Context: an optimization exercise on an open-source flow, tuned for small area. The choices shown serve that exercise and are no tape-out recipe. The RTL was checked by simulation tests, not by an equivalence proof against the original design. Power is estimated from default activity; no workload was simulated.

// rx_ppram
module rx_ppram #(
    parameter int unsigned BUF_NUM = 2,
    parameter int unsigned ADDR_W  = 8
) (
    input  logic              clk,
    input  logic              reset,
    input  logic [7:0]        wr_byte,
    input  logic [ADDR_W-1:0] wr_addr,
    input  logic              wr_clk,
    input  logic [7:0]        wr_flags,
    input  logic              switch,
    input  logic              clr,
    input  logic [ADDR_W-1:0] rd_addr,
    output logic [7:0]        rd_byte,
    output logic [7:0]        rd_flags,
    output logic              rd_valid,
    input  logic              rd_done,
    output logic              rx_lost,
    output logic [7:0]        lost_cnt,
    output logic [3:0]        buf_free
);
Size: about 7400 cells after synthesis, ~4100 flip-flops, ~68 I/O pins, ~150000 µm² of cells after synthesis.
==> module rx_ppram, before the edit <==
module rx_ppram #(
    parameter int unsigned BUF_NUM = 2,
    parameter int unsigned ADDR_W  = 8
) (
    input  logic              clk,
    input  logic              reset,
    input  logic [7:0]        wr_byte,
    input  logic [ADDR_W-1:0] wr_addr,
    input  logic              wr_clk,
    input  logic [7:0]        wr_flags,
    input  logic              switch,
    input  logic              clr,
    input  logic [ADDR_W-1:0] rd_addr,
    output logic [7:0]        rd_byte,
    output logic [7:0]        rd_flags,
    output logic              rd_valid,
    input  logic              rd_done,
    output logic              rx_lost,
    output logic [7:0]        lost_cnt,
    output logic [3:0]        buf_free
);
    localparam int unsigned IDX_W    = (BUF_NUM > 1) ? $clog2(BUF_NUM) : 1;
    localparam int unsigned DEPTH    = 2 ** ADDR_W;
    localparam logic [IDX_W-1:0] LAST_IDX = IDX_W'(BUF_NUM - 1);
    logic [7:0] mem       [0:BUF_NUM*DEPTH-1];
    logic [7:0] flags_mem [0:BUF_NUM-1];
    logic [IDX_W-1:0] wr_idx_q, wr_idx_d;
    logic [IDX_W-1:0] rd_idx_q, rd_idx_d;
    logic [IDX_W-1:0] ready_cnt_q, ready_cnt_d;
    logic [IDX_W-1:0] cnt_rel;
    logic [7:0]       rd_byte_q;
    logic [7:0]       rd_flags_q, rd_flags_d;
    logic             rd_valid_q;
    logic             rx_lost_q;
    logic             rel_act;
    logic             commit_ok;
    logic             commit_lost;
    function automatic logic [IDX_W-1:0] idx_inc(input logic [IDX_W-1:0] idx);
        if (idx == LAST_IDX) idx_inc = {IDX_W{1'b0}};
        else                 idx_inc = idx + 1'b1;
    endfunction
    always_comb begin
        rel_act     = rd_done & rd_valid_q & ~clr;
        cnt_rel     = ready_cnt_q - IDX_W'(rel_act);
        commit_ok   = switch & ~clr & (cnt_rel < LAST_IDX);
        commit_lost = switch & ~clr & ~(cnt_rel < LAST_IDX);
        wr_idx_d    = wr_idx_q;
        rd_idx_d    = rd_idx_q;
        ready_cnt_d = ready_cnt_q;
        if (clr) begin
            wr_idx_d    = '0;
            rd_idx_d    = '0;
            ready_cnt_d = '0;
        end else begin
            if (commit_ok) wr_idx_d = idx_inc(wr_idx_q);
            if (rel_act)   rd_idx_d = idx_inc(rd_idx_q);
            unique case ({commit_ok, rel_act})
                2'b10:   ready_cnt_d = ready_cnt_q + 1'b1;
                2'b01:   ready_cnt_d = ready_cnt_q - 1'b1;
                default: ready_cnt_d = ready_cnt_q;
            endcase
        end
        rd_flags_d = flags_mem[rd_idx_d];
        if (clr) begin
            rd_flags_d = 8'h00;
        end else if (commit_ok && (rd_idx_d == wr_idx_q)) begin
            rd_flags_d = wr_flags;
        end
    end
    always_ff @(posedge clk or posedge reset) begin
        if (reset) begin
            wr_idx_q    <= '0;
            rd_idx_q    <= '0;
            ready_cnt_q <= '0;
            rd_flags_q  <= 8'h00;
            rd_valid_q  <= 1'b0;
            rx_lost_q   <= 1'b0;
        end else begin
            wr_idx_q    <= wr_idx_d;
            rd_idx_q    <= rd_idx_d;
            ready_cnt_q <= ready_cnt_d;
            rd_flags_q  <= rd_flags_d;
            rd_valid_q  <= (ready_cnt_d != '0);
            rx_lost_q   <= commit_lost;
        end
    end
    always_ff @(posedge clk) begin
        if (wr_clk)    mem[{wr_idx_q, wr_addr}] <= wr_byte;
        if (commit_ok) flags_mem[wr_idx_q]    <= wr_flags;
    end
    localparam int unsigned ROWS = BUF_NUM * DEPTH;
    localparam int unsigned NGRP = (ROWS + 2) / 3;
    logic [ROWS-1:0] rd_sel;
    logic [7:0]      rd_byte_d;
    always_comb begin
        for (int i = 0; i < ROWS; i++)
            rd_sel[i] = ({rd_idx_q, rd_addr} == (IDX_W+ADDR_W)'(i));
    end
    for (genvar b = 0; b < 8; b++) begin : g_bit
        logic [NGRP-1:0] grp_n;
        for (genvar g = 0; g < NGRP; g++) begin : g_grp
            if (3*g + 3 <= ROWS) begin : g_full
                rxp_aoi3 u_aoi (.d({mem[3*g+2][b], mem[3*g+1][b], mem[3*g][b]}),
                                .s(rd_sel[3*g +: 3]), .y_n(grp_n[g]));
            end else begin : g_tail
                rxp_aoi2 u_aoi (.d({mem[3*g+1][b], mem[3*g][b]}), .s(rd_sel[3*g +: 2]),
                                .y_n(grp_n[g]));
            end
        end
        assign rd_byte_d[b] = ~&grp_n;
    end
    always_ff @(posedge clk or posedge reset) begin
        if (reset) begin
            rd_byte_q <= 8'h00;
        end else begin
            rd_byte_q <= rd_byte_d;
        end
    end
    logic [7:0] lost_cnt_q;
    always_ff @(posedge clk or posedge reset) begin
        if (reset) begin
            lost_cnt_q <= 8'h00;
        end else if (clr) begin
            lost_cnt_q <= 8'h00;
        end else if (commit_lost && (lost_cnt_q != 8'hff)) begin
            lost_cnt_q <= lost_cnt_q + 8'd1;
        end
    end
    assign lost_cnt = lost_cnt_q;
    assign rd_byte  = rd_byte_q;
    assign rd_flags = rd_flags_q;
    assign rd_valid = rd_valid_q;
    assign rx_lost  = rx_lost_q;
    assign buf_free = 4'(BUF_NUM - 1) - 4'(ready_cnt_q);
endmodule
==> flow/config.mk <==
export PLATFORM = sky130hd
export DESIGN_NAME = rx_ppram
export DESIGN_NICKNAME = rx_ppram
export VERILOG_FILES = /design/flow/design.v
export SDC_FILE = /design/flow/constraint.sdc
export NUM_CORES = 4
export LEC_CHECK = 0
export CAP_MARGIN = 20
export CORE_MARGIN = 2
export CORE_UTILIZATION = 70
export PLACE_DENSITY = 0.8
export SLEW_MARGIN = 40
export SYNTH_HIERARCHICAL = 1
==> flow/constraint.sdc <==
create_clock -name core_clock -period 8.0 [get_ports {clk}]
set_input_delay 1.6000 -clock core_clock [delete_from_list [all_inputs] [get_ports {clk}]]
set_output_delay 1.6000 -clock core_clock [all_outputs]
set_load 0.01 [all_outputs]
standard.sh (not shown) runs the stock make flow with config.mk's settings and CLKGATE_MAP_FILE= SYNTH_SCRIPT=/design/flow/synth_recipe.tcl, a recipe that flattens the netlist after the stock synthesis.
==> flow/flow/run.sh <==
#!/bin/bash
# Own layout flow: the standard synthesis, then area recovery on the synthesized netlist
# (downsize.tcl), then the standard layout with a clock tree built from mid-size buffers in
# larger clusters and without dummy loads, and the smallest buffer on each port.
# Each tool's output goes to a log file here.
set -euo pipefail
bash standard.sh synth > synth.log 2>&1
DS_DB=orfs/results/${FLOW_PLATFORM}/rx_ppram/base/1_synth.odb \
  openroad -no_init -exit -no_splash flow/downsize.tcl > downsize.log 2>&1
export CTS_ARGS="-sink_clustering_enable -repair_clock_nets -dont_use_dummy_load -sink_clustering_size 16 -sink_clustering_max_diameter 60 -buf_list sky130_fd_sc_hd__clkbuf_8"
export BUFFER_PORTS_ARGS="-buffer_cell sky130_fd_sc_hd__buf_1"
bash standard.sh > layout.log 2>&1
==> flow/flow/downsize.tcl <==
# Area recovery after synthesis: give every combinational cell the smallest-area variant of
# its own function (same name apart from the drive-strength suffix, same pins). Registers are
# left as synthesis made them. Placement and the later repair steps re-buffer and upsize where
# slew, capacitance or timing need it.
set db_file $::env(DS_DB)
read_db $db_file
set db [ord::get_db]
set lib_masters {}
foreach lib [$db getLibs] {
  foreach m [$lib getMasters] { lappend lib_masters $m }
}
array set best {}
foreach m $lib_masters {
  set n [$m getName]
  if {![regexp {^(sky130_fd_sc_hd__[a-z0-9]+)_([0-9]+)$} $n -> base sz]} continue
  set a [expr {[$m getWidth] * [$m getHeight]}]
  if {![info exists best($base)] || $a < [lindex $best($base) 1]} {
    set best($base) [list $m $a]
  }
}
set skip {^sky130_fd_sc_hd__(df|edf|sdf|sedf|dl|sdl|conb|tap|fill|decap|diode|lpflow|probe|clk)}
set n_swapped 0
set block [[$db getChip] getBlock]
foreach inst [$block getInsts] {
  set m [$inst getMaster]
  set n [$m getName]
  if {[regexp $skip $n]} continue
  if {![regexp {^(sky130_fd_sc_hd__[a-z0-9]+)_([0-9]+)$} $n -> base sz]} continue
  if {![info exists best($base)]} continue
  set bm [lindex $best($base) 0]
  if {[$bm getName] eq $n} continue
  if {[expr {[$bm getWidth] * [$bm getHeight]}] >= [expr {[$m getWidth] * [$m getHeight]}]} continue
  if {[$inst swapMaster $bm]} { incr n_swapped }
}
puts "downsize: swapped $n_swapped instances"
write_db $db_file
Next try:
--- a/flow/design.v
+++ b/flow/design.v
@@ -85,32 +85,41 @@
         end
     end
     always_ff @(posedge clk) begin
         if (wr_clk)    mem[{wr_idx_q, wr_addr}] <= wr_byte;
         if (commit_ok) flags_mem[wr_idx_q]    <= wr_flags;
     end
-    localparam int unsigned ROWS = BUF_NUM * DEPTH;
-    localparam int unsigned NGRP = (ROWS + 2) / 3;
-    logic [ROWS-1:0] rd_sel;
+    localparam int unsigned LO_W  = 3;
+    localparam int unsigned NLO   = 2 ** LO_W;
+    localparam int unsigned NHI   = BUF_NUM * DEPTH / NLO;
+    localparam int unsigned NGRP  = (NHI + 2) / 3;
+    logic [NHI-1:0]  rd_sel;
     logic [7:0]      rd_byte_d;
     always_comb begin
-        for (int i = 0; i < ROWS; i++)
-            rd_sel[i] = ({rd_idx_q, rd_addr} == (IDX_W+ADDR_W)'(i));
+        for (int h = 0; h < NHI; h++)
+            rd_sel[h] = ({rd_idx_q, rd_addr[ADDR_W-1:LO_W]} == (IDX_W+ADDR_W-LO_W)'(h));
     end
     for (genvar b = 0; b < 8; b++) begin : g_bit
-        logic [NGRP-1:0] grp_n;
-        for (genvar g = 0; g < NGRP; g++) begin : g_grp
-            if (3*g + 3 <= ROWS) begin : g_full
-                rxp_aoi3 u_aoi (.d({mem[3*g+2][b], mem[3*g+1][b], mem[3*g][b]}),
-                                .s(rd_sel[3*g +: 3]), .y_n(grp_n[g]));
-            end else begin : g_tail
-                rxp_aoi2 u_aoi (.d({mem[3*g+1][b], mem[3*g][b]}), .s(rd_sel[3*g +: 2]),
-                                .y_n(grp_n[g]));
+        logic [NLO-1:0] lo_val;
+        for (genvar j = 0; j < NLO; j++) begin : g_lo
+            logic [NGRP-1:0] grp_n;
+            for (genvar g = 0; g < NGRP; g++) begin : g_grp
+                if (3*g + 3 <= NHI) begin : g_full
+                    rxp_aoi3 u_aoi (.d({mem[(3*g+2)*NLO+j][b], mem[(3*g+1)*NLO+j][b],
+                                        mem[(3*g)*NLO+j][b]}),
+                                    .s(rd_sel[3*g +: 3]), .y_n(grp_n[g]));
+                end else if (3*g + 2 == NHI) begin : g_pair
+                    rxp_aoi2 u_aoi (.d({mem[(3*g+1)*NLO+j][b], mem[(3*g)*NLO+j][b]}),
+                                    .s(rd_sel[3*g +: 2]), .y_n(grp_n[g]));
+                end else begin : g_one
+                    assign grp_n[g] = ~(mem[(3*g)*NLO+j][b] & rd_sel[3*g]);
+                end
             end
+            assign lo_val[j] = ~&grp_n;
         end
-        assign rd_byte_d[b] = ~&grp_n;
+        assign rd_byte_d[b] = lo_val[rd_addr[LO_W-1:0]];
     end
     always_ff @(posedge clk or posedge reset) begin
         if (reset) begin
             rd_byte_q <= 8'h00;
         end else begin
             rd_byte_q <= rd_byte_d;
Effect: Non-clock buffer count grows by 101; area after synthesis falls by 1.2%; final area hardly moves; clock power barely changes; sequential share of layout area is about the same.

[static timing again, ports no longer ideal]
In the flow no input, the clock included, has a driving cell. The finished layouts below were timed again as built, in two steps.
Step 1: set_driving_cell puts a clkbuf_16 on clk and a buf_2 on each other input, an assumption about the parent block.
Step 2, shift: input delay + t, output delay - t, t = (earliest + latest rising clock arrival at the registers) / 2. This alone moves slack from input paths to output paths.
Three values: ideal, step 1, step 2; two values: the first two.
run	t (ns)	setup slack, ns	slew at the worst register clock pin (ns)	pins driven straight from the clock port
the first run	1.160	2.267 / 2.330 / 1.170	0.10 / 0.10	1
the second run	1.187	2.512 / 2.553 / 1.367	0.10 / 0.10	1
After both steps setup and hold are still met in every run listed. For the second run, which loses most, drivers alone change the setup slack by +0.041 ns; drivers and shift together by -1.145 ns.
